Background: an optimization exercise with open tools, aiming at small area. Do not read the settings as production practice. At most, simulation tests tie the RTL to the original design; equivalence was not proved. The RTL of run 1 was laid out without a check of its function. No activity file was given, so power comes from the tool's default toggle rates.

--- design/flow/constraint.sdc ---
create_clock -name core_clock -period 7.0 [get_ports {aclk}]
set_input_delay 1.4000 -clock core_clock [delete_from_list [all_inputs] [get_ports {aclk}]]
set_output_delay 1.4000 -clock core_clock [all_outputs]
set_load 0.01 [all_outputs]
--- design/flow/config.mk ---
export PLATFORM = sky130hd
export DESIGN_NAME = sha1_byte_stream_hasher
export DESIGN_NICKNAME = sha1_byte_stream_hasher
export VERILOG_FILES = /design/flow/design.v
export SDC_FILE = /design/flow/constraint.sdc
export NUM_CORES = 4
export LEC_CHECK = 0
export CAP_MARGIN = 20
export CORE_MARGIN = 2
export CORE_UTILIZATION = 70
export CTS_BUF_LIST = sky130_fd_sc_hd__clkbuf_8
export CTS_CLUSTER_DIAMETER = 50
export CTS_CLUSTER_SIZE = 20
export PLACE_DENSITY = 0.8
export SLEW_MARGIN = 20
--- design/flow/run.sh ---
#!/bin/bash
# synth_recipe.tcl (not shown) runs the flow's synth.tcl, then flattens the netlist and writes it again
# the make line also repeats each setting of config.mk as NAME=value (left out here)
make -C /OpenROAD-flow-scripts/flow DESIGN_CONFIG=/design/flow/config.mk WORK_HOME=/design/flow/orfs CLKGATE_MAP_FILE= SYNTH_SCRIPT=/design/flow/synth_recipe.tcl finish
--- design/flow/design.v ---
    localparam logic [159:0] H_INIT = {
        32'hc3d2e1f0, 32'h10325476, 32'h98badcfe, 32'hefcdab89, 32'h67452301
    };
    localparam logic [1:0] ES_ADD  = 2'd0;   
    localparam logic [1:0] ES_WAIT = 2'd1;   
    localparam logic [1:0] ES_LOAD = 2'd2;   
    localparam logic [1:0] ES_SHOW = 2'd3;   
`default_nettype none
module sha1_byte_stream_hasher (
    input  logic        aclk,
    input  logic        aresetn,
    input  logic        s_tvalid,
    output logic        s_tready,
    input  logic [7:0]  s_tdata,    
    input  logic        s_tuser,    
    output logic        m_tvalid,
    input  logic        m_tready,
    output logic [39:0] m_tdata,    
    output logic        m_tlast     
);
    localparam logic [159:0] H_INIT = {
        32'hc3d2e1f0, 32'h10325476, 32'h98badcfe, 32'hefcdab89, 32'h67452301
    };
    localparam logic [1:0] ES_ADD  = 2'd0;   
    localparam logic [1:0] ES_WAIT = 2'd1;   
    localparam logic [1:0] ES_LOAD = 2'd2;   
    localparam logic [1:0] ES_SHOW = 2'd3;   
    logic [6:0] ph;
    logic       comp;      
    logic       emit;      
    logic [2:0] cnt;       
    logic [5:0] mfill;     
    logic       first;     
    logic       addrev;    
    logic       init;      
    logic       done;      
    logic       msgblk;    
    logic       fin;       
    logic       lenblk;    
    logic [1:0] es;        
    wire [2:0] k    = ph[2:0];
    wire [3:0] beat = ph[6:3];
    logic [511:0] wr;
    logic [159:0] cq;
    logic [159:0] hq;
    logic [63:0]  lr;
    logic         c1f, c2f, c3f, rcf;   
    logic         hc;      
    logic         lc;      
    logic         xs;      
    logic [1:0]   bs;      
    function automatic logic [3:0] wn(input logic [511:0] v, input integer p);
        wn = v[4*p +: 4];
    endfunction
    function automatic logic [3:0] cn(input logic [159:0] v, input integer p);
        cn = v[4*p +: 4];
    endfunction
    wire absb   = !comp && !emit;
    wire [2:0] rev = cnt;
    wire addnow = addrev && (beat < 4'd5);
    wire loadnow = !comp && !emit && (beat >= 4'd11);
    wire split  = (beat >= 4'd5) && (beat <= 4'd10);
    wire [1:0] ldslot = 2'd0 - cnt[1:0];
    wire ldgo   = (k == 3'd0) && (ph[4:3] == ldslot);
    wire r4     = emit && ((es == ES_SHOW) || (es == ES_WAIT && !ldgo));
    wire [6:0] rnd = {rev, beat};
    logic [1:0] grp;
    always_comb begin
        if (rnd < 7'd20)      grp = 2'd0;
        else if (rnd < 7'd40) grp = 2'd1;
        else if (rnd < 7'd60) grp = 2'd2;
        else                  grp = 2'd3;
    end
    logic [31:0] kw;
    always_comb begin
        case (grp)
            2'd0: kw = 32'h5a827999;
            2'd1: kw = 32'h6ed9eba1;
            2'd2: kw = 32'h8f1bbcdc;
            default: kw = 32'hca62c1d6;
        endcase
    end
    wire [3:0] kn = kw[4*k +: 4];
    wire [3:0] bn = cn(cq, 24);
    wire [3:0] cc = cn(cq, 16);
    wire [3:0] dn = cn(cq, 8);
    wire [3:0] en = cn(cq, 0);
    logic [3:0] fn;
    always_comb begin
        case (grp)
            2'd0: fn = dn ^ (bn & (cc ^ dn));
            2'd2: fn = (bn & cc) | (dn & (bn | cc));
            default: fn = bn ^ cc ^ dn;
        endcase
    end
    wire [3:0] q31 = cn(cq, 31);
    wire [3:0] q30 = cn(cq, 30);
    wire [3:0] q39 = cn(cq, 39);
    wire [3:0] q38 = cn(cq, 38);
    wire [3:0] ra  = {(k == 3'd0) ? q39[2:0] : q31[2:0],
                      (k <= 3'd1) ? q38[3]   : q30[3]};
    wire       kz  = (k == 3'd0);
    wire [3:0] s1  = ra ^ fn ^ en;
    wire [3:0] c1  = (ra & fn) | (ra & en) | (fn & en);
    wire [3:0] w0  = wn(wr, 0);
    wire [3:0] s2  = s1 ^ kn ^ w0;
    wire [3:0] c2  = (s1 & kn) | (s1 & w0) | (kn & w0);
    wire [3:0] c1s = {c1[2:0], c1f & !kz};
    wire [3:0] c2s = {c2[2:0], c2f & !kz};
    wire [3:0] s3  = s2 ^ c1s ^ c2s;
    wire [3:0] c3  = (s2 & c1s) | (s2 & c2s) | (c1s & c2s);
    wire [3:0] c3s = {c3[2:0], c3f & !kz};
    wire [4:0] tsum = s3 + c3s + (rcf & !kz);
    wire [3:0] q25 = cn(cq, 25);
    wire [3:0] rb  = {(k == 3'd7) ? bs : q25[1:0], bn[3:2]};
    wire [3:0] wx  = wn(wr, 0) ^ wn(wr, 16) ^ wn(wr, 64) ^ wn(wr, 104);
    wire       x31 = wr[4*7+3] ^ wr[4*23+3] ^ wr[4*71+3] ^ wr[4*111+3];
    wire [3:0] wnew = {wx[2:0], (k == 3'd0) ? x31 : xs};
    wire [2:0] hw = (beat < 4'd5) ? (3'd4 - beat[2:0]) : (3'd4 - (beat[2:0] - 3'd3));
    logic [3:0] hinit;
    always_comb begin
        case (hw)
            3'd0: hinit = H_INIT[0*32 + 4*k +: 4];
            3'd1: hinit = H_INIT[1*32 + 4*k +: 4];
            3'd2: hinit = H_INIT[2*32 + 4*k +: 4];
            3'd3: hinit = H_INIT[3*32 + 4*k +: 4];
            default: hinit = H_INIT[4*32 + 4*k +: 4];
        endcase
    end
    wire [3:0] hop  = first ? hinit : hq[3:0];
    wire       hcin = (k == 3'd0) ? 1'b0 : hc;
    wire [3:0] hadd = addnow ? cq[3:0] : 4'd0;
    wire [4:0] hsum = hop + hadd + hcin;
    wire [3:0] lni  = {~ph[3], ph[2:0]};           
    wire       lwin = (ph >= 7'd8) && (ph < 7'd24);
    wire       lclr = lwin && (init || (comp && (rev == 3'd0) && fin));
    wire       linc = lwin && comp && (rev == 3'd0) && msgblk;
    wire [1:0] ladd = !linc ? 2'b00 : (lni == 4'd2) ? 2'b10 : (lni[3:1] == 3'd0) ? 2'b00 : {1'b0, lc};
    wire [4:0] lsum = lr[3:0] + ladd;
    logic [3:0] ltail;
    always_comb begin
        if (lclr)      ltail = 4'd0;
        else           ltail = lsum[3:0];
    end
    logic [3:0] lfill;
    always_comb begin
        case (ph[2:0])
            3'd0: lfill = {mfill[0], 3'b000};
            3'd1: lfill = mfill[4:1];
            3'd2: lfill = {3'b000, mfill[5]};
            default: lfill = 4'd0;
        endcase
        if (ph[3] == 1'b0) lfill = 4'd0;
    end
    wire       lwrite = absb && done && lenblk && (ph[6:4] == 3'b111);
    wire wzero = init || (comp && (rev == 3'd4));
    logic [3:0] wtail;
    always_comb begin
        if (wzero)             wtail = 4'd0;
        else if (comp)         wtail = wnew;
        else if (lwrite)       wtail = lr[3:0] | lfill;
        else                   wtail = wn(wr, 0);
    end
    assign s_tready = absb && !done && !init && ph[0] && (ph[6:1] == mfill);
    wire take  = s_tvalid && s_tready;
    wire tbyte = take && !s_tuser;
    wire tfin  = take && s_tuser;
    wire [7:0] ind = s_tuser ? 8'h80 : s_tdata;
    logic [511:0] wr_n;
    logic [159:0] cq_n;
    logic [159:0] hq_n;
    always_comb begin
        wr_n = {wtail, wr[511:4]};
        if (take) begin
            case (mfill[1:0])
                2'd0: begin wr_n[4*4 +: 4]   = ind[3:0]; wr_n[4*5 +: 4]   = ind[7:4]; end
                2'd1: begin wr_n[4*0 +: 4]   = ind[3:0]; wr_n[4*1 +: 4]   = ind[7:4]; end
                2'd2: begin wr_n[4*124 +: 4] = ind[3:0]; wr_n[4*125 +: 4] = ind[7:4]; end
                default: begin wr_n[4*120 +: 4] = ind[3:0]; wr_n[4*121 +: 4] = ind[7:4]; end
            endcase
        end
        cq_n = {cq[3:0], cq[159:4]};
        if (comp) begin
            cq_n[4*39 +: 4] = tsum[3:0];
            cq_n[4*23 +: 4] = rb;
        end else if (addnow || loadnow) begin
            cq_n[4*39 +: 4] = hsum[3:0];
        end else if (r4) begin
            cq_n[31:0]      = cq[31:0];
            cq_n[4*39 +: 4] = cq[4*8 +: 4];
        end
        hq_n = {hq[3:0], hq[159:4]};
        if (split) begin
            hq_n[4*15 +: 4] = hq[3:0];
            hq_n[4*39 +: 4] = hq[4*16 +: 4];
        end else if (addnow) begin
            hq_n[4*39 +: 4] = hsum[3:0];
        end
    end
    always_ff @(posedge aclk) begin
        wr <= wr_n;
        cq <= cq_n;
        hq <= hq_n;
        lr <= {ltail, lr[63:4]};
        c1f <= c1[3];
        c2f <= c2[3];
        c3f <= c3[3];
        rcf <= tsum[4];
        hc <= hsum[4];
        lc <= lsum[4];
        xs <= wx[3];
        if (k == 3'd0) bs <= bn[1:0];
    end
    wire blkend = (ph == 7'd127) && absb &&
                  (done || tfin || (tbyte && mfill == 6'd63));
    always_ff @(posedge aclk) begin
        if (!aresetn) begin
            ph     <= 7'd0;
            comp   <= 1'b0;
            emit   <= 1'b0;
            cnt    <= 3'd0;
            mfill  <= 6'd0;
            first  <= 1'b1;
            addrev <= 1'b0;
            init   <= 1'b1;
            msgblk <= 1'b0;
            fin    <= 1'b0;
            done   <= 1'b0;
            lenblk <= 1'b0;
            es     <= ES_ADD;
        end else begin
            ph <= ph + 7'd1;
            if (ph == 7'd127) init <= 1'b0;
            if (ph == 7'd39) begin
                if (addrev) first <= 1'b0;
                addrev <= 1'b0;
            end
            if (tbyte) mfill <= mfill + 6'd1;
            if (tfin) begin
                done   <= 1'b1;
                lenblk <= (mfill <= 6'd55);
            end
            if (blkend) begin
                comp   <= 1'b1;
                cnt    <= 3'd0;
                msgblk <= !done && !tfin;
                fin    <= done && lenblk;
                if (done && lenblk) mfill <= 6'd0;
            end
            if (comp && ph == 7'd127) begin
                cnt <= cnt + 3'd1;
                if (cnt == 3'd4) begin
                    comp   <= 1'b0;
                    addrev <= 1'b1;
                    if (fin) begin
                        emit <= 1'b1;
                        es   <= ES_ADD;
                    end else if (done) begin
                        lenblk <= 1'b1;   
                    end
                end
            end
            if (emit) begin
                case (es)
                    ES_ADD: begin
                        if (ph == 7'd39) begin
                            es  <= ES_WAIT;
                            cnt <= 3'd0;
                        end
                    end
                    ES_WAIT: begin
                        if (ldgo) es <= ES_LOAD;
                    end
                    ES_LOAD: begin
                        if (k == 3'd7) es <= ES_SHOW;
                    end
                    default: begin
                        if (m_tready) begin
                            if (cnt == 3'd4) begin
                                emit  <= 1'b0;
                                first <= 1'b1;
                                done  <= 1'b0;
                            end else begin
                                cnt <= cnt + 3'd1;
                                es  <= ES_WAIT;
                            end
                        end
                    end
                endcase
            end
        end
    end
    assign m_tvalid = emit && (es == ES_SHOW);
    assign m_tdata  = {5'b00000, cnt, cq[31:0]};
    assign m_tlast  = (cnt == 3'd4);
endmodule
`default_nettype wire
==> results_dict.tcl, run 1 <==
set metrics [dict create \
    status "finished clean" \
    post-route-worst-setup-slack_ps 1780 \
    clock_latency_ps 660 \
    maxClockFrequency_ghz 0.192 \
    layout.cells.non_filler 2033 \
    power.total_uw 7830 \
    worst_slew_margin_rel 0.329 \
    critPathLaunchType "register" \
    yosys_warnings 1 \
    grt_setup_unrepaired "false" \
    fraction_of_final_layout_cells_with_drive_strength_greater_than_1 0.0761 \
    post_synth_main_area_contributors "sky130_fd_sc_hd__dfxtp_1 77%, sky130_fd_sc_hd__edfxtp_1 4.4%, sky130_fd_sc_hd__ha_1 2.3%" \
    grt_start_max_net_pins 33 \
    drt_pass1_iterations 4 \
    synth-async-reset-ratio 0 \
    grt_pass1_vias 10200 \
    slew_violations 0 \
    min_path_type "reg -> reg" \
    synth.cell_area_um2 23300 \
    clock_path_buffers 3 \
    crit_slowest_cell "sky130_fd_sc_hd__dfxtp_1" \
    synth.largest_area_cell "sky130_fd_sc_hd__dfxtp_1" \
    powerDensity_nw_per_um2 313 \
    r2r-start "ph[1]" \
    post_synth.cell_area_avg_um2 15.3 \
    root_buffer "sky130_fd_sc_hd__clkbuf_8" \
    synth.lib_cells_used.distinct 67 \
    synth_edf_count 34 \
    design.die.area_um2 34800 \
    die_height_um 186 \
    worst-slew-pin-transition_ps 1000 \
    max-cap-violations 0 \
    nets 1648 \
    startpoint "ph[1]" \
    drt_first_iter_violations 467 \
    via_per_inst 4.89 \
    report.final.hold_viol_count 0 \
    critical_path.max_stage_delay_ps 800 \
    layout.cells.most_common "sky130_fd_sc_hd__dfxtp_1" \
    fillCellCount 1839 \
    final_cell_mix "898 x sky130_fd_sc_hd__dfxtp_1, 60 x sky130_fd_sc_hd__clkbuf_8, 55 x sky130_fd_sc_hd__inv_1, 55 x sky130_fd_sc_hd__nor2_1, 50 x sky130_fd_sc_hd__clkdlybuf4s50_1" \
    tritoncts_clock_tree "yes" \
    number_of_buffers_inserted_by_hold_repair_at_cts 0 \
    synthFlopType "sky130_fd_sc_hd__dfxtp_1" \
    antenna_left 0 \
    vias_after_detailed_routing 9934 \
    hold_path.startpoint "wr[320]" \
    floorplan.rows 66 \
    hpwlAfterDp_um 22300 \
    buffer_ports.inserted 50 \
    worst_ep_required_time_ps 7570 \
    multi_input_area_um2 3720 \
    critPathArrivalTime_ps 5780 \
    antenna_cells 0 \
    initial_utilization 0.714 \
    synth.ff_latch_count 932 \
    die_x_um 186 \
    setup-tns-final_ps 0 \
    grtUsageTotal 0.200 \
    cpMostUsedCell "sky130_fd_sc_hd__fa_1" \
    fin_crit_sh 0.745 \
    timing.setup.critical_path_class "reg -> reg" \
    critical_path.endpoint_type "register" \
    areaGrowthSynthToFinish_pct 7.22 \
    critical_path.max_fanout 20 \
    power_leakage_uw 0.0102 \
    placedCellCount 1958 \
    clock-skew-final_ps 20.1 \
    post-cts-setup-buffers 0 \
    drt-wirelength-per-cell_um 16.6 \
    clock-sinks 932 \
    drt-total-wl_um 33700 \
    min_period_ps 5220 \
    path_clk_slew_ps 110 \
    grt_antenna_before_repair 1 \
    vdd_drop_max_mv 0.298 \
    dp_worst_setup_slack_ps 1870 \
    ff_latch_area_um2 19000 \
    pin_count 56 \
    synthDominantCellAreaShare 0.772 \
    final_hold_slack_ps 318 \
    gr-total-overflow 0 \
    grt_first_pass_wirelength_um 54500 \
    crit_path_cell_trace "inv_1 > ha_1 > a21oi_1 > nor2_1 > mux2_2 > fa_1 > inv_1 > fa_1 > fa_1 > inv_1 > fa_1 > fa_1 > xnor2_1 > a22o_1 > a211oi_1" \
    gp_routability_congestion 0.869 \
    core_area_um2 32600 \
    htreeDepth 2 \
    post_route_drc 0 \
    share_of_the_yosys_chip_area_belonging_to_registers 0.815 \
    setup_violations 0 \
    ctsResizeCount 0 \
    syn-instance-count 1527 \
    cts_made_buffers 57 \
]
-- worst paths after layout --
path                            endpoint  slack (ps)  cells past startpoint
worst min register to register   wr[316]         320                      0
worst max-delay path             cq[158]        1780                     15
worst max register to register   cq[158]        1780                     15
worst min-delay path             wr[316]         320                      0
-- power breakdown --
part | internal, µW | switching, µW | total, µW
Clock | 824 | 1530 | 2350
Combinational | 53.2 | 68.3 | 122
Sequential | 5340 | 13.8 | 5360
Total | 6220 | 1610 | 7830
-- state kept, by name (all words and copies together), names as in the netlist, 2 cells and up --
signal / count
cq: 160
mfill: 6
lr: 64
ph: 7
wr: 512
hq: 160
cnt: 3
es: 2
bs: 2
-- critical path: cells and delay by family, from the launching register on --
family	cells	cell delay (ps)
adder cells (fa/ha/maj)	6	2780
buffers and inverters	3	480
AO/OA/AOI/OAI	3	510
AND/OR/NAND/NOR	1	80
flip-flops	1	800
XOR/XNOR	1	150
multiplexers	1	330
-- logic make-up after synthesis --
group,Yosys count,share of synthesized area
xor gates and xnor gates,45,0.0169
adders and majority gates,61,0.0381
and+or+nand+nor,189,0.0422
muxes,59,0.0276
buffers and inverters,118,0.0255
AOI/OAI and AO/OA,122,0.0342
DFF,932,0.815
other,1,0.000161
-- area by class of cell --
cell class | instances | share of cell area
tap | 442 | 0.0221
sequential | 932 | 0.761
timing repair buffer | 51 | 0.0203
clock inverter | 15 | 0.00711
inverter | 52 | 0.00781
clock buffer | 60 | 0.0331
multi-input combinational | 481 | 0.149
-- metal layers --
metal / track usage / vias to the layer above / part of all wire
met5: 0 / - / 0
met4: 0.0560 / 0 / 0.022
met3: 0.0344 / 61 / 0.041
met2: 0.323 / 186 / 0.46
met1: 0.281 / 4717 / 0.48
li1: - / 4970 / -
-- through the flow --
step	util	cell area, µm²
final	0.766	25000
after detailed placement	0.735	24000
after CTS	0.766	25000
after global routing	0.766	25000
after global placement	0.735	24000
after floorplan	-	23300
-- Yosys cell counts (all sizes together), types with 3 or more instances --
library cell  count
a211oi            6
a21boi            3
a21o             11
a21oi            37
a221oi            3
a22oi             4
a31oi             7
and2             13
and3              8
buf              43
clkbuf           23
dfxtp           898
edfxtp           34
fa               17
ha               43
inv              52
mux2             41
mux2i            18
nand2            39
nand2b            7
nand3            11
nand4             6
nor2             55
nor2b            16
nor3             10
nor4              3
o211ai            3
o21ai            23
or2               3
or3               4
or4               3
xnor2            32
xor2             13
==> inputs of run 2 (changes only) <==
--- a/design/flow/design.v
+++ b/design/flow/design.v
@@ -36,4 +36,2 @@
     logic       done;      
-    logic       msgblk;    
-    logic       fin;       
     logic       lenblk;    
@@ -87,2 +85,3 @@
     wire [3:0] en = cn(cq, 0);
+    wire [3:0] bxc = bn ^ cc;
     logic [3:0] fn;
@@ -90,5 +89,5 @@
         case (grp)
-            2'd0: fn = dn ^ (bn & (cc ^ dn));
-            2'd2: fn = (bn & cc) | (dn & (bn | cc));
-            default: fn = bn ^ cc ^ dn;
+            2'd0: fn = (bn & cc) | (~bn & dn);
+            2'd2: fn = (bxc & dn) | (~bxc & bn);
+            default: fn = bxc ^ dn;
         endcase
@@ -118,13 +117,6 @@
     wire [3:0] wnew = {wx[2:0], (k == 3'd0) ? x31 : xs};
-    wire [2:0] hw = (beat < 4'd5) ? (3'd4 - beat[2:0]) : (3'd4 - (beat[2:0] - 3'd3));
-    logic [3:0] hinit;
-    always_comb begin
-        case (hw)
-            3'd0: hinit = H_INIT[0*32 + 4*k +: 4];
-            3'd1: hinit = H_INIT[1*32 + 4*k +: 4];
-            3'd2: hinit = H_INIT[2*32 + 4*k +: 4];
-            3'd3: hinit = H_INIT[3*32 + 4*k +: 4];
-            default: hinit = H_INIT[4*32 + 4*k +: 4];
-        endcase
-    end
+    wire [2:0] hu   = (beat < 4'd5) ? beat[2:0] : (beat[2:0] - 3'd3);
+    wire [2:0] hj   = {k[2:1], ~k[0]} ^ {3{hu[0] ^ hu[1]}};
+    wire [3:0] hinit = (hu == 3'd0) ? {k[0], k[0], k[2] ^ k[0], k[1] ^ k[0]}
+                                    : {hu[1], hj};
     wire [3:0] hop  = first ? hinit : hq[3:0];
@@ -135,4 +127,4 @@
     wire       lwin = (ph >= 7'd8) && (ph < 7'd24);
-    wire       lclr = lwin && (init || (comp && (rev == 3'd0) && fin));
-    wire       linc = lwin && comp && (rev == 3'd0) && msgblk;
+    wire       lclr = lwin && (init || (comp && (rev == 3'd0) && done && lenblk));
+    wire       linc = lwin && comp && (rev == 3'd0) && !done;
     wire [1:0] ladd = !linc ? 2'b00 : (lni == 4'd2) ? 2'b10 : (lni[3:1] == 3'd0) ? 2'b00 : {1'b0, lc};
@@ -225,4 +217,2 @@
             init   <= 1'b1;
-            msgblk <= 1'b0;
-            fin    <= 1'b0;
             done   <= 1'b0;
@@ -245,4 +235,2 @@
                 cnt    <= 3'd0;
-                msgblk <= !done && !tfin;
-                fin    <= done && lenblk;
                 if (done && lenblk) mfill <= 6'd0;
@@ -254,3 +242,3 @@
                     addrev <= 1'b1;
-                    if (fin) begin
+                    if (done && lenblk) begin
                         emit <= 1'b1;
--- a/design/flow/config.mk
+++ b/design/flow/config.mk
@@ -7,2 +7,3 @@
 export LEC_CHECK = 0
+export ABC_AREA = 1
 export CAP_MARGIN = 20
==> results_dict.tcl, run 2 <==
set metrics [dict create \
    status "finished clean" \
    final_cell_mix "896 x sky130_fd_sc_hd__dfxtp_1, 203 x sky130_fd_sc_hd__nand2_1, 115 x sky130_fd_sc_hd__inv_1" \
    cpMostUsedCell "sky130_fd_sc_hd__fa_1" \
    post_route_drc 0 \
    crit_path_end "cq[158]" \
    share_of_the_yosys_chip_area_belonging_to_registers 0.814 \
    synth.ff_latch_count 930 \
    slew_violations 0 \
    regMostFlops "wr" \
    tritoncts_clock_tree "yes" \
    synth.cell_area_um2 23300 \
    worst_ep_required_time_ps 7510 \
    worst_r2r_path_depth 18 \
    setup_violations 0 \
    initial_utilization 0.714 \
    clock_latency_ps 650 \
    synth_edf_count 34 \
    syn-instance-count 1699 \
    post_synth_main_area_contributors "sky130_fd_sc_hd__dfxtp_1 77%, sky130_fd_sc_hd__edfxtp_1 4.4%, sky130_fd_sc_hd__nand2_1 3.3%" \
    holdPathStages 0 \
    report.final.hold_viol_count 0 \
    critPathLaunchType "register" \
    antenna_cells 0 \
    synth_top_family_by_area "simple AND/OR/NAND/NOR gates" \
    synthFlopType "sky130_fd_sc_hd__dfxtp_1" \
    drt_first_iter_violations 702 \
    design.die.area_um2 34800 \
    worst_slew_margin_rel 0.279 \
    htreeDepth 2 \
    drt_pass1_iterations 5 \
    yosys_warnings 1 \
    core_area_um2 32600 \
    die_height_um 186 \
    grt_start_max_net_pins 37 \
    synthDominantCellAreaShare 0.770 \
    antenna_left 0 \
    vdd_drop_max_mv 0.244 \
    drt-wirelength-per-cell_um 16.3 \
    xor_xnor_share_of_the_synthesized_area 0.0132 \
    clock-sinks 930 \
    setup-tns-final_ps 0 \
    maxClockFrequency_ghz 0.199 \
    nets 1823 \
    timing.setup.critical_path_class "reg -> reg" \
    synth.largest_area_cell "sky130_fd_sc_hd__dfxtp_1" \
    ff_latch_area_um2 19000 \
    clock-skew-final_ps 37.3 \
    most_common_library_cells_after_synthesis "896 x sky130_fd_sc_hd__dfxtp_1, 203 x sky130_fd_sc_hd__nand2_1, 105 x sky130_fd_sc_hd__inv_1" \
    powerDensity_nw_per_um2 314 \
    synth-async-reset-ratio 0 \
    combinational_share_of_power 0.023 \
    fillCellCount 1899 \
    vias_after_detailed_routing 10800 \
    post_synth.cell_area_avg_um2 13.7 \
    r2r-start "ph[6]" \
    fin_crit_sh 0.717 \
    min_period_ps 5020 \
    power_leakage_uw 0.0104 \
    floorplan.rows 66 \
    final_hold_slack_ps 319 \
    critical_path.max_stage_delay_ps 540 \
    synth.lib_cells_used.distinct 47 \
    yosys.area_share.simple 0.0635 \
    grtUsageTotal 0.213 \
    drt-total-wl_um 36100 \
    gp_routability_congestion 0.876 \
    biggest_regs "wr x512, cq x160, hq x160" \
    worst-slew-pin-transition_ps 1080 \
    clock_power_share 0.293 \
    grt_first_pass_wirelength_um 58200 \
    root_buffer "sky130_fd_sc_hd__clkbuf_8" \
    gr-total-overflow 0 \
    crit_slowest_cell "sky130_fd_sc_hd__fa_1" \
    worstReg2RegEnd "cq[158]" \
    min_path_type "reg -> reg" \
    synth.area.mux_share 0.00226 \
    hpwlAfterDp_um 23200 \
    yosys.cell_count.top_type "sky130_fd_sc_hd__dfxtp_1" \
    via_per_inst 4.86 \
    critPathArrivalTime_ps 5530 \
    critical_path.endpoint_type "register" \
    switching_share 0.209 \
    grt_antenna_before_repair 0 \
    areaGrowthSynthToFinish_pct 7.05 \
    layout.cells.most_common "sky130_fd_sc_hd__dfxtp_1" \
    cts_made_buffers 56 \
    grt_pass1_vias 11000 \
    power_switching_uw 1640 \
    crit_path_cell_trace "o21ai_0 > nand2_1 > nand2_1 > nand2_1 > ha_1 > o21ai_0 > a21oi_1 > nand2_1 > o21ai_0 > fa_1 > inv_1 > fa_1 > fa_1 > inv_1 > fa_1 > fa_1 > xnor2_1 > o21ai_0" \
    number_of_buffers_inserted_by_hold_repair_at_cts 0 \
    startpoint "ph[6]" \
    reg2reg_slack_ps 1980 \
    largest_reg_flops 512 \
    pin_count 56 \
    multi_input_area_um2 3530 \
    p_seq_frac 0.684 \
    die_x_um 186 \
    fraction_of_final_layout_cells_with_drive_strength_greater_than_1 0.0580 \
    clock_path_buffers 3 \
    post-cts-setup-buffers 0 \
    synth_area_in_compound_gates 0.0379 \
    path_clk_slew_ps 110 \
    grt_setup_unrepaired "false" \
    ctsResizeCount 0 \
    buffer_ports.inserted 50 \
    p_int_uw 6200 \
    post_synth_fa_ha_maj_area_fraction 0.0339 \
    max-cap-violations 0 \
    critical_path.max_fanout 15 \
]
run 2: cell families after synthesis:
kind of cell,Yosys count
and+or+nand+nor,347
muxes,5
buffers and inverters,172
other,1
DFF,930
adders and majority gates,53
AOI/OAI and AO/OA,156
xor gates and xnor gates,35
run 2: final cells by class:
cell class	count	share of cell area
clock buffers	57	0.0315
clock inverters	20	0.00632
inverters	116	0.0176
multi-input cells	601	0.142
flip-flops and latches	930	0.760
well taps	442	0.0222
repair buffers	52	0.0207
run 2: critical path, delay by kind of cell (launching register included):
family | cells | cell delay (ps)
and+or+nand+nor | 4 | 730
xor gates and xnor gates | 1 | 170
DFF | 1 | 510
AOI/OAI and AO/OA | 5 | 650
adders and majority gates | 6 | 2710
buffers and inverters | 2 | 140
run 2: per-layer routing:
| metal | GRT usage | vias up | share of wire |
|---|---|---|---|
| li1 | - | 5397 | - |
| met4 | 0.0680 | 0 | 0.026 |
| met2 | 0.345 | 226 | 0.46 |
| met1 | 0.294 | 5079 | 0.47 |
| met5 | 0 | - | 0 |
| met3 | 0.0380 | 69 | 0.041 |
run 2: through the flow:
| step | instances | total power, µW | util | cell area [µm²] | setup slack (ps) |
|---|---|---|---|---|---|
| after floorplan | 1703 | 5620 | - | 23300 | 2480 |
| after global placement | 2141 | 5660 | 0.736 | 24000 | 2040 |
| after detailed placement | 2141 | 5660 | 0.736 | 24000 | 1980 |
| after CTS | 2218 | 7910 | 0.765 | 24900 | 1950 |
| after global routing | 2218 | 8120 | 0.765 | 24900 | 1700 |
| final | 2218 | 7840 | 0.765 | 24900 | 1980 |
run 2: how the worst min path moves through the flow:
stage | startpoint | end | slack (ps)
floorplan | cq[104] | cq[100] | 310
global placement | cq[149] | cq[145] | 310
detailed placement | hq[46] | hq[42] | 310
CTS | wr[493] | wr[489] | 320
global route | wr[397] | wr[393] | 320
finish | cq[63] | cq[59] | 320
run 2: power groups by stage:
stage	Sequential (µW)	Combinational, µW	Clock [µW]
6_report	5370	179	2300
5_1_grt	5370	206	2540
4_1_cts	5370	181	2360
3_5_place_dp	5490	177	0
3_3_place_gp	5490	174	0
2_1_floorplan	5480	140	0
==> inputs of run 3 (changes only) <==
==> design/flow/flow/run.sh (new file) <==
#!/bin/bash
# Standard ORFS layout (the standard.sh) with three changes:
#  - the half-adder cell is not used, so synthesis leaves half adders to abc
#    (the same registers come out; only gates differ),
#  - ports are buffered with the smallest buffer, sky130_fd_sc_hd__buf_1,
#  - clock tree synthesis adds no dummy loads.
# All make output goes to flow.log; ORFS keeps each step's log under orfs/logs.
set -euo pipefail
DU=" sky130_fd_sc_hd__probe_p_8 sky130_fd_sc_hd__probec_p_8 sky130_fd_sc_hd__lpflow_bleeder_1 sky130_fd_sc_hd__lpflow_clkbufkapwr_1 sky130_fd_sc_hd__lpflow_clkbufkapwr_16 sky130_fd_sc_hd__lpflow_clkbufkapwr_2 sky130_fd_sc_hd__lpflow_clkbufkapwr_4 sky130_fd_sc_hd__lpflow_clkbufkapwr_8 sky130_fd_sc_hd__lpflow_clkinvkapwr_1 sky130_fd_sc_hd__lpflow_clkinvkapwr_16 sky130_fd_sc_hd__lpflow_clkinvkapwr_2 sky130_fd_sc_hd__lpflow_clkinvkapwr_4 sky130_fd_sc_hd__lpflow_clkinvkapwr_8 sky130_fd_sc_hd__lpflow_decapkapwr_12 sky130_fd_sc_hd__lpflow_decapkapwr_3 sky130_fd_sc_hd__lpflow_decapkapwr_4 sky130_fd_sc_hd__lpflow_decapkapwr_6 sky130_fd_sc_hd__lpflow_decapkapwr_8 sky130_fd_sc_hd__lpflow_inputiso0n_1 sky130_fd_sc_hd__lpflow_inputiso0p_1 sky130_fd_sc_hd__lpflow_inputiso1n_1 sky130_fd_sc_hd__lpflow_inputiso1p_1 sky130_fd_sc_hd__lpflow_inputisolatch_1 sky130_fd_sc_hd__lpflow_isobufsrc_1 sky130_fd_sc_hd__lpflow_isobufsrc_16 sky130_fd_sc_hd__lpflow_isobufsrc_2 sky130_fd_sc_hd__lpflow_isobufsrc_4 sky130_fd_sc_hd__lpflow_isobufsrc_8 sky130_fd_sc_hd__lpflow_isobufsrckapwr_16 sky130_fd_sc_hd__lpflow_lsbuf_lh_hl_isowell_tap_1 sky130_fd_sc_hd__lpflow_lsbuf_lh_hl_isowell_tap_2 sky130_fd_sc_hd__lpflow_lsbuf_lh_hl_isowell_tap_4 sky130_fd_sc_hd__lpflow_lsbuf_lh_isowell_4 sky130_fd_sc_hd__lpflow_lsbuf_lh_isowell_tap_1 sky130_fd_sc_hd__lpflow_lsbuf_lh_isowell_tap_2 sky130_fd_sc_hd__lpflow_lsbuf_lh_isowell_tap_4 sky130_fd_sc_hd__ha_1"
CTS="-sink_clustering_enable -repair_clock_nets -sink_clustering_size 20 -sink_clustering_max_diameter 50 -buf_list sky130_fd_sc_hd__clkbuf_8 -dont_use_dummy_load"
bash standard.sh "DONT_USE_CELLS=$DU" "BUFFER_PORTS_ARGS=-buffer_cell sky130_fd_sc_hd__buf_1" "CTS_ARGS=$CTS" finish > flow.log 2>&1
==> design/flow/standard.sh (new file) <==
#!/bin/bash
# synth_recipe.tcl (not shown) runs the flow's synth.tcl, then flattens the netlist and writes it again
# the make line also repeats each setting of config.mk as NAME=value (left out here)
make -C /OpenROAD-flow-scripts/flow DESIGN_CONFIG=/design/flow/config.mk WORK_HOME=/design/flow/orfs CLKGATE_MAP_FILE= SYNTH_SCRIPT=/design/flow/synth_recipe.tcl "${@:-finish}"
--- a/design/flow/config.mk
+++ b/design/flow/config.mk
@@ -10,3 +10,3 @@
 export CORE_MARGIN = 2
-export CORE_UTILIZATION = 70
+export CORE_UTILIZATION = 82
 export CTS_BUF_LIST = sky130_fd_sc_hd__clkbuf_8
@@ -14,3 +14,3 @@
 export CTS_CLUSTER_SIZE = 20
-export PLACE_DENSITY = 0.8
+export PLACE_DENSITY = 0.9
 export SLEW_MARGIN = 20
removed: design/flow/run.sh
==> results_dict.tcl, run 3 <==
set metrics [dict create \
    post_synth.cell_area_avg_um2 13.8 \
    root_buffer "sky130_fd_sc_hd__clkbuf_8" \
    worst_slew_margin_rel 0.413 \
    biggest_regs "wr x512, cq x160, hq x160" \
    regMostFlops "wr" \
    synth.largest_area_cell "sky130_fd_sc_hd__dfxtp_1" \
    powerDensity_nw_per_um2 324 \
    grt_start_max_net_pins 33 \
    critical_path.endpoint_type "register" \
    clock-skew-final_ps 86.0 \
    maxClockFrequency_ghz 0.183 \
    synth_edf_count 34 \
    power_leakage_uw 0.00982 \
    reg2reg_slack_ps 1550 \
    initial_utilization 0.827 \
    clock_latency_ps 640 \
    setup-tns-final_ps 0 \
    fraction_of_final_layout_cells_with_drive_strength_greater_than_1 0.0584 \
    post-route-worst-setup-slack_ps 1550 \
    status "finished clean" \
    synth.ff_latch_count 930 \
    min_path_type "reg -> reg" \
    r2r-start "ph[6]" \
    worst_r2r_path_depth 17 \
    synth.cell_area_um2 22800 \
    fillCellCount 1071 \
    grt_pass1_vias 12300 \
    drt_pass1_iterations 5 \
    areaGrowthSynthToFinish_pct 4.68 \
    fin_crit_sh 0.779 \
    htreeDepth 2 \
    vias_after_detailed_routing 11900 \
    clock-sinks 930 \
    gp_routability_congestion 0.866 \
    yosys_warnings 1 \
    via_per_inst 5.70 \
    floorplan.rows 61 \
    timing.setup.critical_path_class "reg -> reg" \
    pin_count 56 \
    min_period_ps 5450 \
    grt_setup_unrepaired "false" \
    buffer_ports.inserted 50 \
    synth.lib_cells_used.distinct 48 \
    critPathLaunchType "register" \
    synthFlopType "sky130_fd_sc_hd__dfxtp_1" \
    largest_reg_flops 512 \
    syn-instance-count 1656 \
    dp_worst_setup_slack_ps 1960 \
    ff_latch_area_um2 19000 \
    ctsResizeCount 0 \
    design_area_um2 23800 \
    post_route_drc 0 \
    worst-slew-pin-transition_ps 871 \
    power.total_uw 7720 \
    nets 1743 \
    grtUsageTotal 0.330 \
    postPlaceCellArea_um2 23100 \
    critPathArrivalTime_ps 5960 \
    worstReg2RegEnd "cq[159]" \
    path_clk_slew_ps 120 \
    startpoint "ph[6]" \
    drt-total-wl_um 47400 \
    die_height_um 171 \
    max-cap-violations 0 \
    drt-wirelength-per-cell_um 22.7 \
    synthDominantCellAreaShare 0.787 \
    drt_first_iter_violations 1427 \
    layout.cells.most_common "sky130_fd_sc_hd__dfxtp_1" \
    clock_path_buffers 3 \
    post_synth_main_area_contributors "sky130_fd_sc_hd__dfxtp_1 79%, sky130_fd_sc_hd__edfxtp_1 4.5%, sky130_fd_sc_hd__nand2_1 3.2%" \
    grt_antenna_before_repair 0 \
    setup_violations 0 \
    final_cell_mix "896 x sky130_fd_sc_hd__dfxtp_1, 192 x sky130_fd_sc_hd__nand2_1, 104 x sky130_fd_sc_hd__inv_1" \
    critical_path.max_fanout 13 \
    post-cts-setup-buffers 0 \
    yosys.cell_count.top_type "sky130_fd_sc_hd__dfxtp_1" \
    number_of_buffers_inserted_by_hold_repair_at_cts 0 \
    multi_input_area_um2 3020 \
    share_of_the_yosys_chip_area_belonging_to_registers 0.832 \
    crit_path_end "cq[159]" \
    tritoncts_clock_tree "yes" \
    report.final.hold_viol_count 0 \
    cts_made_buffers 54 \
    core_area_um2 27600 \
    worst_ep_required_time_ps 7500 \
    slew_violations 0 \
    hpwlAfterDp_um 30400 \
    design.die.area_um2 29100 \
    die_x_um 171 \
    synth-async-reset-ratio 0 \
    most_common_library_cells_after_synthesis "896 x sky130_fd_sc_hd__dfxtp_1, 192 x sky130_fd_sc_hd__nand2_1, 104 x sky130_fd_sc_hd__inv_1" \
    antenna_left 0 \
    vdd_drop_max_mv 0.282 \
    grt_first_pass_wirelength_um 70700 \
    gr-total-overflow 0 \
]
[run 3: cell count changes after synthesis, moves of 5 or more]
| cell | change |
|---|---|
| sky130_fd_sc_hd__ha_1 | -36 |
| sky130_fd_sc_hd__inv_2 | +6 |
| sky130_fd_sc_hd__xor2_1 | -10 |
| sky130_fd_sc_hd__nand2_2 | +5 |
| sky130_fd_sc_hd__a21oi_1 | +11 |
| sky130_fd_sc_hd__o211ai_1 | -13 |
| sky130_fd_sc_hd__nand4_1 | +8 |
| sky130_fd_sc_hd__nand3_1 | +5 |
| sky130_fd_sc_hd__nand2_1 | -11 |
[run 3: layout make-up]
cell class                      count  area share
Antenna cell                        1    0.000105
Sequential cell                   930       0.795
Clock buffer                       54      0.0312
Multi-Input combinational cell    556       0.127
Tap cell                          378      0.0198
Inverter                          120      0.0189
Timing Repair Buffer               51     0.00819
[run 3: cells by family (layout without fill, tap and decap cells)]
logic type / count (synthesis) / in the layout / share of synthesized area
muxes: 4 / 4 / 0.00181
DFF: 930 / 930 / 0.832
xor gates and xnor gates: 22 / 22 / 0.00846
buffers and inverters: 174 / 225 / 0.0359
adders and majority gates: 17 / 17 / 0.0149
AOI/OAI and AO/OA: 153 / 153 / 0.0376
other: 1 / 6 / 0.000165
and+or+nand+nor: 355 / 355 / 0.0689
[run 3: where the power goes]
group / switching (µW) / internal (µW) / total [µW] / leakage, µW
clock network: 1450 / 697 / 2150 / 0.000388
registers: 31.9 / 5370 / 5400 / 0.00766
logic: 116 / 51.9 / 168 / 0.00178
total: 1600 / 6120 / 7720 / 0.00982
[run 3: routing by layer]
metal	GRT usage	vias to the layer above	wire, µm
li1	-	5264	-
met4	0.143	0	2230
met1	0.412	5727	18300
met2	0.566	724	23300
met3	0.0632	201	3530
met5	0	-	0
[run 3: through the flow]
| stage | hold WS [ps] | std cells | utilization |
|---|---|---|---|
| after floorplan | 310 | 1660 | - |
| after global placement | 309 | 2035 | 0.838 |
| after detailed placement | 312 | 2035 | 0.838 |
| after CTS | 250 | 2089 | 0.865 |
| after global routing | 255 | 2089 | 0.865 |
| final | 249 | 2090 | 0.865 |
[run 3: critical path, cell delays in order, from the launching register on]
cell and delay, ps:
sky130_fd_sc_hd__dfxtp_1 630, sky130_fd_sc_hd__inv_1 180, sky130_fd_sc_hd__o21ai_0 420, sky130_fd_sc_hd__nand2_1 260, sky130_fd_sc_hd__nand2_1 280, sky130_fd_sc_hd__a21oi_1 100
sky130_fd_sc_hd__a221oi_1 280, sky130_fd_sc_hd__fa_1 500, sky130_fd_sc_hd__inv_1 130, sky130_fd_sc_hd__fa_1 460, sky130_fd_sc_hd__fa_1 570, sky130_fd_sc_hd__inv_1 80
sky130_fd_sc_hd__fa_1 510, sky130_fd_sc_hd__o21ai_0 380, sky130_fd_sc_hd__a31o_2 270, sky130_fd_sc_hd__a21oi_1 90, sky130_fd_sc_hd__o21ai_0 130, sky130_fd_sc_hd__nand2_1 90
[run 3: how the worst min path moves through the flow]
| stage | from | to | cells after the start |
|---|---|---|---|
| 6_report | wr[250] | wr[246] | 0 |
| 5_1_grt | wr[250] | wr[246] | 0 |
| 4_1_cts | wr[250] | wr[246] | 0 |
| 3_5_place_dp | wr[298] | wr[294] | 0 |
| 3_3_place_gp | wr[139] | wr[135] | 0 |
| 2_1_floorplan | cq[104] | cq[100] | 0 |
==> inputs of run 4 (changes only) <==
--- a/design/flow/config.mk
+++ b/design/flow/config.mk
@@ -10,3 +10,3 @@
 export CORE_MARGIN = 2
-export CORE_UTILIZATION = 82
+export CORE_UTILIZATION = 70
 export CTS_BUF_LIST = sky130_fd_sc_hd__clkbuf_8
@@ -14,3 +14,3 @@
 export CTS_CLUSTER_SIZE = 20
-export PLACE_DENSITY = 0.9
+export PLACE_DENSITY = 0.8
 export SLEW_MARGIN = 20
==> results_dict.tcl, run 4 <==
set metrics [dict create \
    status "finished clean" \
    gr-total-overflow 0 \
    post_synth_main_area_contributors "sky130_fd_sc_hd__dfxtp_1 79%, sky130_fd_sc_hd__edfxtp_1 4.5%, sky130_fd_sc_hd__nand2_1 3.2%" \
    drt-wirelength-per-cell_um 16.4 \
    die_x_um 184 \
    drt_pass1_iterations 5 \
    yosys.area_share.simple 0.0689 \
    core_area_um2 32300 \
    die_height_um 184 \
    worst_hold_path.endpoint "cq[147]" \
    fin_crit_sh 0.728 \
    htreeDepth 2 \
    report.final.hold_viol_count 0 \
    buffer_ports.inserted 50 \
    path_clk_slew_ps 110 \
    worst_r2r_path_depth 16 \
    root_buffer "sky130_fd_sc_hd__clkbuf_8" \
    holdPathStages 0 \
    worst-slew-pin-transition_ps 843 \
    initial_utilization 0.706 \
    synth.cell_area_um2 22800 \
    crit_path_cell_trace "inv_1 > o21ai_0 > nand2_1 > nand2_1 > a21oi_1 > a221oi_1 > fa_1 > inv_1 > fa_1 > fa_1 > inv_1 > fa_1 > fa_1 > or2_2 > nand3_1 > nand2_1" \
    power_leakage_uw 0.00984 \
    grt_start_max_net_pins 33 \
    yosys_warnings 1 \
    layout.cells.non_filler 2155 \
    synth_area_in_compound_gates 0.0376 \
    post-cts-setup-buffers 0 \
    design.die.area_um2 34000 \
    grt_first_pass_wirelength_um 55200 \
    clock_path_buffers 3 \
    synth_top_family_by_area "simple AND/OR/NAND/NOR gates" \
    most_common_library_cells_after_synthesis "896 x sky130_fd_sc_hd__dfxtp_1, 192 x sky130_fd_sc_hd__nand2_1, 104 x sky130_fd_sc_hd__inv_1" \
    synth.ff_latch_count 930 \
    crit_slowest_cell "sky130_fd_sc_hd__dfxtp_1" \
    r2r-start "ph[6]" \
    grt_setup_unrepaired "false" \
    vias_after_detailed_routing 10500 \
    placedCellCount 2098 \
    floorplan.rows 66 \
    ctsResizeCount 0 \
    drt-total-wl_um 35300 \
    hpwlAfterDp_um 24200 \
    worst_slew_margin_rel 0.433 \
    post_synth.cell_area_avg_um2 13.8 \
    worst_ep_required_time_ps 7500 \
    gp_routability_congestion 0.885 \
    xor_xnor_share_of_the_synthesized_area 0.00846 \
    slew_violations 0 \
    critical_path.endpoint_type "register" \
    number_of_buffers_inserted_by_hold_repair_at_cts 0 \
    post_route_drc 0 \
    maxClockFrequency_ghz 0.196 \
    setup-tns-final_ps 0 \
    cpMostUsedCell "sky130_fd_sc_hd__fa_1" \
    synthFlopType "sky130_fd_sc_hd__dfxtp_1" \
    clock_latency_ps 640 \
    yosys.cell_count.top_type "sky130_fd_sc_hd__dfxtp_1" \
    cts_made_buffers 57 \
    min_path_type "reg -> reg" \
    pin_count 56 \
    share_of_the_yosys_chip_area_belonging_to_registers 0.832 \
    regMostFlops "wr" \
    synth-async-reset-ratio 0 \
    syn-instance-count 1656 \
    final_core_util 0.742 \
    grt_pass1_vias 10400 \
    tritoncts_clock_tree "yes" \
    antenna_left 0 \
    fraction_of_final_layout_cells_with_drive_strength_greater_than_1 0.0595 \
    clock-skew-final_ps 92.9 \
    hold_path.startpoint "cq[151]" \
    nets 1745 \
    biggest_regs "wr x512, cq x160, hq x160" \
    largest_reg_flops 512 \
    synth.lib_cells_used.distinct 48 \
    powerDensity_nw_per_um2 319 \
    critical_path.max_fanout 13 \
    timing.setup.critical_path_class "reg -> reg" \
    reg2reg_slack_ps 1910 \
    antenna_cells 0 \
    grt_antenna_before_repair 0 \
    vdd_drop_max_mv 0.265 \
    via_per_inst 4.86 \
    min_period_ps 5090 \
    grtUsageTotal 0.213 \
    critical_path.max_stage_delay_ps 610 \
    critPathArrivalTime_ps 5590 \
    layout.cells.most_common "sky130_fd_sc_hd__dfxtp_1" \
    worstReg2RegEnd "cq[158]" \
    synth.largest_area_cell "sky130_fd_sc_hd__dfxtp_1" \
    synthDominantCellAreaShare 0.787 \
    final_cell_mix "896 x sky130_fd_sc_hd__dfxtp_1, 192 x sky130_fd_sc_hd__nand2_1, 104 x sky130_fd_sc_hd__inv_1" \
    setup_violations 0 \
    areaGrowthSynthToFinish_pct 5.17 \
    critPathLaunchType "register" \
    clock-sinks 930 \
    synth.area.mux_share 0.00181 \
    power.total_uw 7650 \
    drt_first_iter_violations 752 \
    post_synth_fa_ha_maj_area_fraction 0.0149 \
    synth_edf_count 34 \
    max-cap-violations 0 \
]
## run 4: cell types whose count changed in the layout (fill, tap and decap cells not counted), sizes merged
cell,before,now
clkbuf,54,57
diode,1,0
buf,51,50
## run 4: kinds of logic after synthesis
logic type	after synthesis
xor gates and xnor gates	22
other	1
AOI/OAI and AO/OA	153
buffers and inverters	174
DFF	930
muxes	4
and+or+nand+nor	355
adders and majority gates	17
## run 4: worst max-delay path: cells and delay by family, from the launching register on
family                   cells  cell delay [ps]
AO/OA/AOI/OAI                3              800
buffers and inverters        3              310
AND/OR/NAND/NOR              5              940
flip-flops                   1              610
adder cells (fa/ha/maj)      5             2340
## run 4: how the worst max path moves through the flow
stage	depth (start not counted)	slack, ps	end	startpoint
2_1_floorplan	18	2660	cq[158]	ph[6]
6_report	16	1910	cq[158]	ph[6]
4_1_cts	16	1950	cq[158]	ph[6]
3_5_place_dp	16	1990	cq[158]	ph[6]
3_3_place_gp	16	2050	cq[158]	ph[6]
5_1_grt	16	1530	cq[158]	ph[6]
## run 4: final cells by class
type | count | area (µm²)
clock buffer | 57 | 785
fill | 1955 | 8330
inverter | 120 | 450
multi-input combinational | 556 | 3020
sequential | 930 | 19000
tap | 442 | 553
timing repair buffer | 50 | 188
## run 4: through the flow
stage          hold WS [ps]  cell area [µm²]  setup WS, ps
2_1_floorplan           310            22800          2660
3_3_place_gp            310            23200          2050
3_5_place_dp            312            23200          1990
4_1_cts                 254            24000          1950
5_1_grt                 248            24000          1530
6_report                250            24000          1910
## run 4: report_power, final
part	switching (µW)	leakage, µW	total (µW)	internal [µW]
registers	24.3	0.00766	5390	5370
logic	82.2	0.00177	128	45.7
clock network	1400	0.000410	2130	731
total	1500	0.00984	7650	6150
## run 4: routing by layer
layer / global-route usage / vias up / routed length [µm]
li1: - / 5261 / -
met3: 0.0439 / 47 / 1920
met5: 0 / - / 0
met1: 0.305 / 4920 / 16900
met2: 0.334 / 254 / 15800
met4: 0.0614 / 0 / 651
==> inputs of run 5 (changes only) <==
--- a/design/flow/flow/run.sh
+++ b/design/flow/flow/run.sh
@@ -9,3 +9,3 @@
 DU=" sky130_fd_sc_hd__probe_p_8 sky130_fd_sc_hd__probec_p_8 sky130_fd_sc_hd__lpflow_bleeder_1 sky130_fd_sc_hd__lpflow_clkbufkapwr_1 sky130_fd_sc_hd__lpflow_clkbufkapwr_16 sky130_fd_sc_hd__lpflow_clkbufkapwr_2 sky130_fd_sc_hd__lpflow_clkbufkapwr_4 sky130_fd_sc_hd__lpflow_clkbufkapwr_8 sky130_fd_sc_hd__lpflow_clkinvkapwr_1 sky130_fd_sc_hd__lpflow_clkinvkapwr_16 sky130_fd_sc_hd__lpflow_clkinvkapwr_2 sky130_fd_sc_hd__lpflow_clkinvkapwr_4 sky130_fd_sc_hd__lpflow_clkinvkapwr_8 sky130_fd_sc_hd__lpflow_decapkapwr_12 sky130_fd_sc_hd__lpflow_decapkapwr_3 sky130_fd_sc_hd__lpflow_decapkapwr_4 sky130_fd_sc_hd__lpflow_decapkapwr_6 sky130_fd_sc_hd__lpflow_decapkapwr_8 sky130_fd_sc_hd__lpflow_inputiso0n_1 sky130_fd_sc_hd__lpflow_inputiso0p_1 sky130_fd_sc_hd__lpflow_inputiso1n_1 sky130_fd_sc_hd__lpflow_inputiso1p_1 sky130_fd_sc_hd__lpflow_inputisolatch_1 sky130_fd_sc_hd__lpflow_isobufsrc_1 sky130_fd_sc_hd__lpflow_isobufsrc_16 sky130_fd_sc_hd__lpflow_isobufsrc_2 sky130_fd_sc_hd__lpflow_isobufsrc_4 sky130_fd_sc_hd__lpflow_isobufsrc_8 sky130_fd_sc_hd__lpflow_isobufsrckapwr_16 sky130_fd_sc_hd__lpflow_lsbuf_lh_hl_isowell_tap_1 sky130_fd_sc_hd__lpflow_lsbuf_lh_hl_isowell_tap_2 sky130_fd_sc_hd__lpflow_lsbuf_lh_hl_isowell_tap_4 sky130_fd_sc_hd__lpflow_lsbuf_lh_isowell_4 sky130_fd_sc_hd__lpflow_lsbuf_lh_isowell_tap_1 sky130_fd_sc_hd__lpflow_lsbuf_lh_isowell_tap_2 sky130_fd_sc_hd__lpflow_lsbuf_lh_isowell_tap_4 sky130_fd_sc_hd__ha_1"
-CTS="-sink_clustering_enable -repair_clock_nets -sink_clustering_size 20 -sink_clustering_max_diameter 50 -buf_list sky130_fd_sc_hd__clkbuf_8 -dont_use_dummy_load"
+CTS="-sink_clustering_enable -repair_clock_nets -sink_clustering_size 14 -sink_clustering_max_diameter 40 -buf_list {sky130_fd_sc_hd__clkbuf_4 sky130_fd_sc_hd__clkbuf_8} -dont_use_dummy_load"
 bash standard.sh "DONT_USE_CELLS=$DU" "BUFFER_PORTS_ARGS=-buffer_cell sky130_fd_sc_hd__buf_1" "CTS_ARGS=$CTS" finish > flow.log 2>&1
==> results_dict.tcl, run 5 <==
set metrics [dict create \
    areaGrowthSynthToFinish_pct 6.56 \
    gr-total-overflow 0 \
    crit_path_cell_trace "inv_1 > o21ai_0 > nand2_1 > nand2_1 > a21oi_1 > a221oi_1 > fa_1 > inv_1 > fa_1 > fa_1 > inv_1 > fa_1 > fa_1 > or2_2 > nand3_1 > nand2_1" \
    drt-total-wl_um 36600 \
    number_of_buffers_inserted_by_hold_repair_at_cts 0 \
    biggest_regs "wr x512, cq x160, hq x160" \
    timing.critical_path.buf_inv 3 \
    maxClockFrequency_ghz 0.198 \
    grt_setup_unrepaired "false" \
    max-cap-violations 0 \
    setup-tns-final_ps 0 \
    core_area_um2 32300 \
    final_core_util 0.752 \
    crit_slowest_cell "sky130_fd_sc_hd__dfxtp_1" \
    die_x_um 184 \
    critical_path.max_fanout 13 \
    design.die.area_um2 34000 \
    buffer_ports.inserted 50 \
    grt_start_max_net_pins 33 \
    regMostFlops "wr" \
    post-cts-setup-buffers 0 \
    gp_routability_congestion 0.885 \
    tritoncts_clock_tree "yes" \
    slew_violations 0 \
    root_buffer "sky130_fd_sc_hd__clkbuf_8" \
    synthFlopType "sky130_fd_sc_hd__dfxtp_1" \
    initial_utilization 0.706 \
    report.final.hold_viol_count 0 \
    clock-sinks 930 \
    power.total_uw 8010 \
    synth.lib_cells_used.distinct 48 \
    min_path_type "reg -> reg" \
    min_period_ps 5050 \
    grtUsageTotal 0.224 \
    nets 1768 \
    powerDensity_nw_per_um2 330 \
    most_common_library_cells_after_synthesis "896 x sky130_fd_sc_hd__dfxtp_1, 192 x sky130_fd_sc_hd__nand2_1, 104 x sky130_fd_sc_hd__inv_1" \
    syn-instance-count 1656 \
    layout.cells.non_filler 2178 \
    drt_first_iter_violations 786 \
    worst_slew_margin_rel 0.416 \
    cts_made_buffers 80 \
    drt_pass1_iterations 5 \
    antenna_left 0 \
    critical_path.endpoint_type "register" \
    share_of_the_yosys_chip_area_belonging_to_registers 0.832 \
    path_clk_slew_ps 80 \
    ctsResizeCount 0 \
    worst_ep_required_time_ps 7510 \
    drt-wirelength-per-cell_um 16.8 \
    critPathArrivalTime_ps 5560 \
    clock_path_buffers 3 \
    grt_pass1_vias 10700 \
    synth-async-reset-ratio 0 \
    setup_violations 0 \
    placedCellCount 2098 \
    via_per_inst 4.90 \
    final_cell_mix "896 x sky130_fd_sc_hd__dfxtp_1, 192 x sky130_fd_sc_hd__nand2_1, 104 x sky130_fd_sc_hd__inv_1" \
    post_route_drc 0 \
    synth.cell_area_um2 22800 \
    fin_crit_sh 0.722 \
    post_synth_main_area_contributors "sky130_fd_sc_hd__dfxtp_1 79%, sky130_fd_sc_hd__edfxtp_1 4.5%, sky130_fd_sc_hd__nand2_1 3.2%" \
    vias_after_detailed_routing 10700 \
    layout.cells.most_common "sky130_fd_sc_hd__dfxtp_1" \
    floorplan.rows 66 \
    pin_count 56 \
    htreeDepth 3 \
    fillCellCount 1899 \
    critPathLaunchType "register" \
    critical-path-top-delay-family "adder cells" \
    antenna_cells 0 \
    status "finished clean" \
    clock-skew-final_ps 88.2 \
    vdd_drop_max_mv 0.219 \
    power_leakage_uw 0.0100 \
    post_synth.cell_area_avg_um2 13.8 \
    synth.largest_area_cell "sky130_fd_sc_hd__dfxtp_1" \
    synth.ff_latch_count 930 \
    die_height_um 184 \
    yosys_warnings 1 \
    critical_path.max_stage_delay_ps 600 \
    clock_latency_ps 640 \
    grt_antenna_before_repair 1 \
    cpMostUsedCell "sky130_fd_sc_hd__fa_1" \
    grt_first_pass_wirelength_um 57200 \
    synthDominantCellAreaShare 0.787 \
    yosys.cell_count.top_type "sky130_fd_sc_hd__dfxtp_1" \
    fraction_of_final_layout_cells_with_drive_strength_greater_than_1 0.0720 \
    synth_edf_count 34 \
    final_hold_slack_ps 258 \
    largest_reg_flops 512 \
    worst-slew-pin-transition_ps 869 \
    timing.setup.critical_path_class "reg -> reg" \
    hpwlAfterDp_um 24200 \
]
run 5: cell types whose count changed in the layout (fill, tap and decap cells not counted), sizes merged:
cell	change
clkbuf	+23
run 5: kinds of logic (layout without fill, tap and decap cells):
kind of cell               Yosys count  after routing  share of synthesized area
AOI/OAI and AO/OA                  153            153                     0.0376
xor gates and xnor gates            22             22                    0.00846
adders and majority gates           17             17                     0.0149
buffers and inverters              174            250                     0.0359
DFF                                930            930                      0.832
muxes                                4              4                    0.00181
other                                1              5                   0.000165
and+or+nand+nor                    355            355                     0.0689
run 5: metal layers:
metal	routed length, µm	global-route usage
met1	17000	0.309
met2	16600	0.349
met3	2000	0.0555
met4	942	0.0806
met5	10	0
run 5: worst paths after layout:
path	slack [ps]	endpoint	from	depth (start not counted)
min	260	wr[505]	wr[509]	0
min reg2reg	260	wr[505]	wr[509]	0
max	1950	cq[158]	ph[6]	16
max reg2reg	1950	cq[158]	ph[6]	16
run 5: metrics by stage:
stage	worst slack, ps	cell area, µm²
2_1_floorplan	2660	22800
3_3_place_gp	2050	23200
3_5_place_dp	1990	23200
4_1_cts	1990	24300
5_1_grt	1560	24300
6_report	1950	24300
run 5: report_power, final:
part	leakage [µW]	switching, µW	internal [µW]
clock	0.000575	1470	1020
combinational	0.00177	82.5	45.6
sequential	0.00766	24.6	5370
total	0.0100	1570	6430
run 5: worst register-to-register path: cells and delay by family (launching register included):
family	cells	cell delay, ps
and+or+nand+nor	5	940
AOI/OAI and AO/OA	3	800
buffers and inverters	3	310
DFF	1	600
adders and majority gates	5	2330
run 5: layout make-up:
cell class	count	area, µm²	share of cell area
tap	442	553	0.0228
clock buffer	80	1100	0.0454
timing repair buffer	50	188	0.00773
multi-input combinational	556	3020	0.125
inverter	120	450	0.0186
sequential	930	19000	0.781
==> inputs of run 6 (changes only) <==
==> design/flow/flow/run.sh (replaced) <==
#!/bin/bash
# Standard ORFS layout (the standard.sh) with these changes:
#  - synthesis maps with a deeper area-oriented abc script (flow/abc_area_deep.script)
#    in place of ORFS's abc_area.script; everything else in synthesis is the standard flow's
#    synth_recipe.tcl and ORFS's synth.tcl, so the same registers come out,
#  - the half-adder cell is not used, so half adders are left to abc,
#  - ports are buffered with the smallest buffer, sky130_fd_sc_hd__buf_1,
#  - clock tree synthesis adds no dummy loads.
# make's output goes to flow.log; ORFS keeps each step's log under orfs/logs.
set -euo pipefail
HERE=$(pwd)
sed '/^source $::env(SCRIPTS_DIR)\/synth_preamble.tcl$/a if { [info exists ::env(MY_ABC_SCRIPT)] } { lset abc_args 1 $::env(MY_ABC_SCRIPT) }' "$FLOW_HOME/scripts/synth.tcl" > "$HERE/my_synth.tcl"
grep -q MY_ABC_SCRIPT "$HERE/my_synth.tcl"
sed "s|source \$::env(SCRIPTS_DIR)/synth.tcl|source $HERE/my_synth.tcl|" synth_recipe.tcl > "$HERE/my_synth_recipe.tcl"
grep -q my_synth.tcl "$HERE/my_synth_recipe.tcl"
export MY_ABC_SCRIPT="$HERE/flow/abc_area_deep.script"
DU=" sky130_fd_sc_hd__probe_p_8 sky130_fd_sc_hd__probec_p_8 sky130_fd_sc_hd__lpflow_bleeder_1 sky130_fd_sc_hd__lpflow_clkbufkapwr_1 sky130_fd_sc_hd__lpflow_clkbufkapwr_16 sky130_fd_sc_hd__lpflow_clkbufkapwr_2 sky130_fd_sc_hd__lpflow_clkbufkapwr_4 sky130_fd_sc_hd__lpflow_clkbufkapwr_8 sky130_fd_sc_hd__lpflow_clkinvkapwr_1 sky130_fd_sc_hd__lpflow_clkinvkapwr_16 sky130_fd_sc_hd__lpflow_clkinvkapwr_2 sky130_fd_sc_hd__lpflow_clkinvkapwr_4 sky130_fd_sc_hd__lpflow_clkinvkapwr_8 sky130_fd_sc_hd__lpflow_decapkapwr_12 sky130_fd_sc_hd__lpflow_decapkapwr_3 sky130_fd_sc_hd__lpflow_decapkapwr_4 sky130_fd_sc_hd__lpflow_decapkapwr_6 sky130_fd_sc_hd__lpflow_decapkapwr_8 sky130_fd_sc_hd__lpflow_inputiso0n_1 sky130_fd_sc_hd__lpflow_inputiso0p_1 sky130_fd_sc_hd__lpflow_inputiso1n_1 sky130_fd_sc_hd__lpflow_inputiso1p_1 sky130_fd_sc_hd__lpflow_inputisolatch_1 sky130_fd_sc_hd__lpflow_isobufsrc_1 sky130_fd_sc_hd__lpflow_isobufsrc_16 sky130_fd_sc_hd__lpflow_isobufsrc_2 sky130_fd_sc_hd__lpflow_isobufsrc_4 sky130_fd_sc_hd__lpflow_isobufsrc_8 sky130_fd_sc_hd__lpflow_isobufsrckapwr_16 sky130_fd_sc_hd__lpflow_lsbuf_lh_hl_isowell_tap_1 sky130_fd_sc_hd__lpflow_lsbuf_lh_hl_isowell_tap_2 sky130_fd_sc_hd__lpflow_lsbuf_lh_hl_isowell_tap_4 sky130_fd_sc_hd__lpflow_lsbuf_lh_isowell_4 sky130_fd_sc_hd__lpflow_lsbuf_lh_isowell_tap_1 sky130_fd_sc_hd__lpflow_lsbuf_lh_isowell_tap_2 sky130_fd_sc_hd__lpflow_lsbuf_lh_isowell_tap_4 sky130_fd_sc_hd__ha_1"
CTS="-sink_clustering_enable -repair_clock_nets -sink_clustering_size 32 -sink_clustering_max_diameter 60 -buf_list sky130_fd_sc_hd__clkbuf_16 -dont_use_dummy_load"
bash standard.sh "SYNTH_SCRIPT=$HERE/my_synth_recipe.tcl" "DONT_USE_CELLS=$DU" "BUFFER_PORTS_ARGS=-buffer_cell sky130_fd_sc_hd__buf_1" "CTS_ARGS=$CTS" finish > flow.log 2>&1
==> design/flow/flow/abc_area_deep.script (new file) <==
&get -n
&st
&dc2
&dch -f
&nf -R 1000 -p
&put
mfs2 -a
&get -n
&st
&dc2
&dch -f
&nf -R 1000 -p
&put
mfs2 -a
&get -n
&st
&dch -f
&nf -R 1000 -p
&put
topo
dnsize
==> results_dict.tcl, run 6 <==
set metrics [dict create \
    worst_ep_required_time_ps 7470 \
    power_leakage_uw 0.00925 \
    yosys.cell_count.top_type "sky130_fd_sc_hd__dfxtp_1" \
    layout.cells.non_filler 1925 \
    via_per_inst 4.97 \
    worst-slew-pin-transition_ps 1120 \
    vias_after_detailed_routing 9576 \
    drt_pass1_iterations 5 \
    critPathArrivalTime_ps 5670 \
    grt_antenna_before_repair 0 \
    antenna_left 0 \
    max-cap-violations 0 \
    critical-path-top-delay-family "adder cells" \
    root_buffer "sky130_fd_sc_hd__clkbuf_16" \
    slew_violations 0 \
    cpMostUsedCell "sky130_fd_sc_hd__fa_1" \
    design.die.area_um2 33100 \
    initial_utilization 0.707 \
    post_synth.cell_area_avg_um2 15.1 \
    grtUsageTotal 0.200 \
    number_of_buffers_inserted_by_hold_repair_at_cts 0 \
    p_seq_frac 0.684 \
    syn-instance-count 1465 \
    nets 1555 \
    critical_path.endpoint_type "register" \
    clock_latency_ps 570 \
    grt_pass1_vias 9631 \
    biggest_regs "wr x512, cq x160, hq x160" \
    synth.ff_latch_count 930 \
    crit_path_cell_trace "o21ai_0 > a311oi_1 > nor2_1 > a211oi_1 > a21oi_1 > fa_1 > clkinv_1 > fa_1 > fa_1 > clkinv_1 > fa_1 > fa_1 > o21ai_0 > a21oi_1 > a21oi_1" \
    areaGrowthSynthToFinish_pct 6.35 \
    antenna_cells 0 \
    yosys_warnings 1 \
    combinational_share_of_power 0.011 \
    floorplan.rows 65 \
    synthDominantCellAreaShare 0.810 \
    cts_made_buffers 38 \
    final_cell_mix "896 x sky130_fd_sc_hd__dfxtp_1, 92 x sky130_fd_sc_hd__nor2_1, 81 x sky130_fd_sc_hd__a21oi_1" \
    most_common_library_cells_after_synthesis "896 x sky130_fd_sc_hd__dfxtp_1, 92 x sky130_fd_sc_hd__nor2_1, 81 x sky130_fd_sc_hd__a21oi_1" \
    status "finished clean" \
    grt_start_max_net_pins 33 \
    synth-async-reset-ratio 0 \
    fin_crit_sh 0.742 \
    min_path_type "reg -> reg" \
    synth.largest_area_cell "sky130_fd_sc_hd__dfxtp_1" \
    synth_edf_count 34 \
    grt_setup_unrepaired "false" \
    timing.critical_path.buf_inv 2 \
    post_route_drc 0 \
    maxClockFrequency_ghz 0.192 \
    drt-total-wl_um 32300 \
    critical_path.max_stage_delay_ps 870 \
    gr-total-overflow 0 \
    grt_first_pass_wirelength_um 51600 \
    clock_power_share 0.305 \
    path_clk_slew_ps 110 \
    min_period_ps 5200 \
    hpwlAfterDp_um 20200 \
    critPathLaunchType "register" \
    setup_violations 0 \
    clock-sinks 930 \
    layout.cells.most_common "sky130_fd_sc_hd__dfxtp_1" \
    p_int_uw 6360 \
    drt-wirelength-per-cell_um 16.8 \
    synth.lib_cells_used.distinct 45 \
    fraction_of_final_layout_cells_with_drive_strength_greater_than_1 0.0276 \
    clock-skew-final_ps 96.7 \
    die_height_um 182 \
    powerDensity_nw_per_um2 333 \
    largest_reg_flops 512 \
    htreeDepth 2 \
]
run 6: cell types whose count changed in the layout (fill, tap and decap cells not counted), sizes merged, moves of 6 or more:
| cell | change |
|---|---|
| a21oi | +32 |
| and2 | +6 |
| and3 | +6 |
| clkbuf | -42 |
| clkinv | +29 |
| inv | -119 |
| nand2 | -135 |
| nand2b | +7 |
| nand3 | -31 |
| nand4 | -10 |
| nor2 | +19 |
| nor2b | +10 |
| o21ai | -29 |
| xnor2 | +12 |
run 6: power groups by stage:
stage | Sequential, µW | Combinational, µW | Clock, µW
6_report | 5360 | 87.9 | 2390
3_3_place_gp | 5480 | 84.0 | 0
2_1_floorplan | 5470 | 65.9 | 0
5_1_grt | 5370 | 100 | 2610
4_1_cts | 5360 | 87.7 | 2440
3_5_place_dp | 5480 | 86.9 | 0
run 6: final timing paths:
check	from	to	slack [ps]	depth (start not counted)
hold reg to reg	cq[106]	cq[102]	250	0
setup reg to reg	ph[6]	cq[158]	1800	15
hold / removal	cq[106]	cq[102]	250	0
setup / recovery	ph[6]	cq[158]	1800	15
run 6: cells by family (layout without fill, tap and decap cells):
logic type,count (synthesis),count (layout),synth area share
compound gates,164,164,0.0414
fa+ha+maj,17,17,0.0154
flops,930,930,0.856
xor+xnor,38,38,0.0150
simple gates,235,235,0.0478
mux,13,13,0.00622
other cells,1,5,0.000169
buf+inv,67,121,0.0176
run 6: per-layer routing:
metal  global-route usage  routed length (µm)  vias to the layer above
met2                0.324               14600                      199
met5                    0                   0                        -
met4               0.0540                 724                        0
met3               0.0277                1380                       55
li1                     -                   -                     4792
met1                0.288               15600                     4530
run 6: stage by stage:
step	total power (µW)	area [µm²]	setup WS, ps	hold WS (ps)
floorplan	5540	22200	2430	310
global placement	5560	22600	1980	310
detailed placement	5570	22600	1810	312
CTS	7890	23500	1860	247
global route	8070	23500	1420	255
finish	7840	23500	1800	249
run 6: final cells by class:
type,count,area (µm²)
fillers,1857,7770
clock buffers,38,951
well taps,402,503
inverters,30,113
multi-input cells,472,2810
repair buffers,53,210
flip-flops and latches,930,19000

Re-timed with assumed drivers on the ports (clkbuf_16 on the clock, buf_2 on other inputs), run 6 has 1.803 ns of setup slack against 1.803 ns with ideal ports, and 1.803 ns once port delays also move by the mid clock arrival of 0.576 ns.
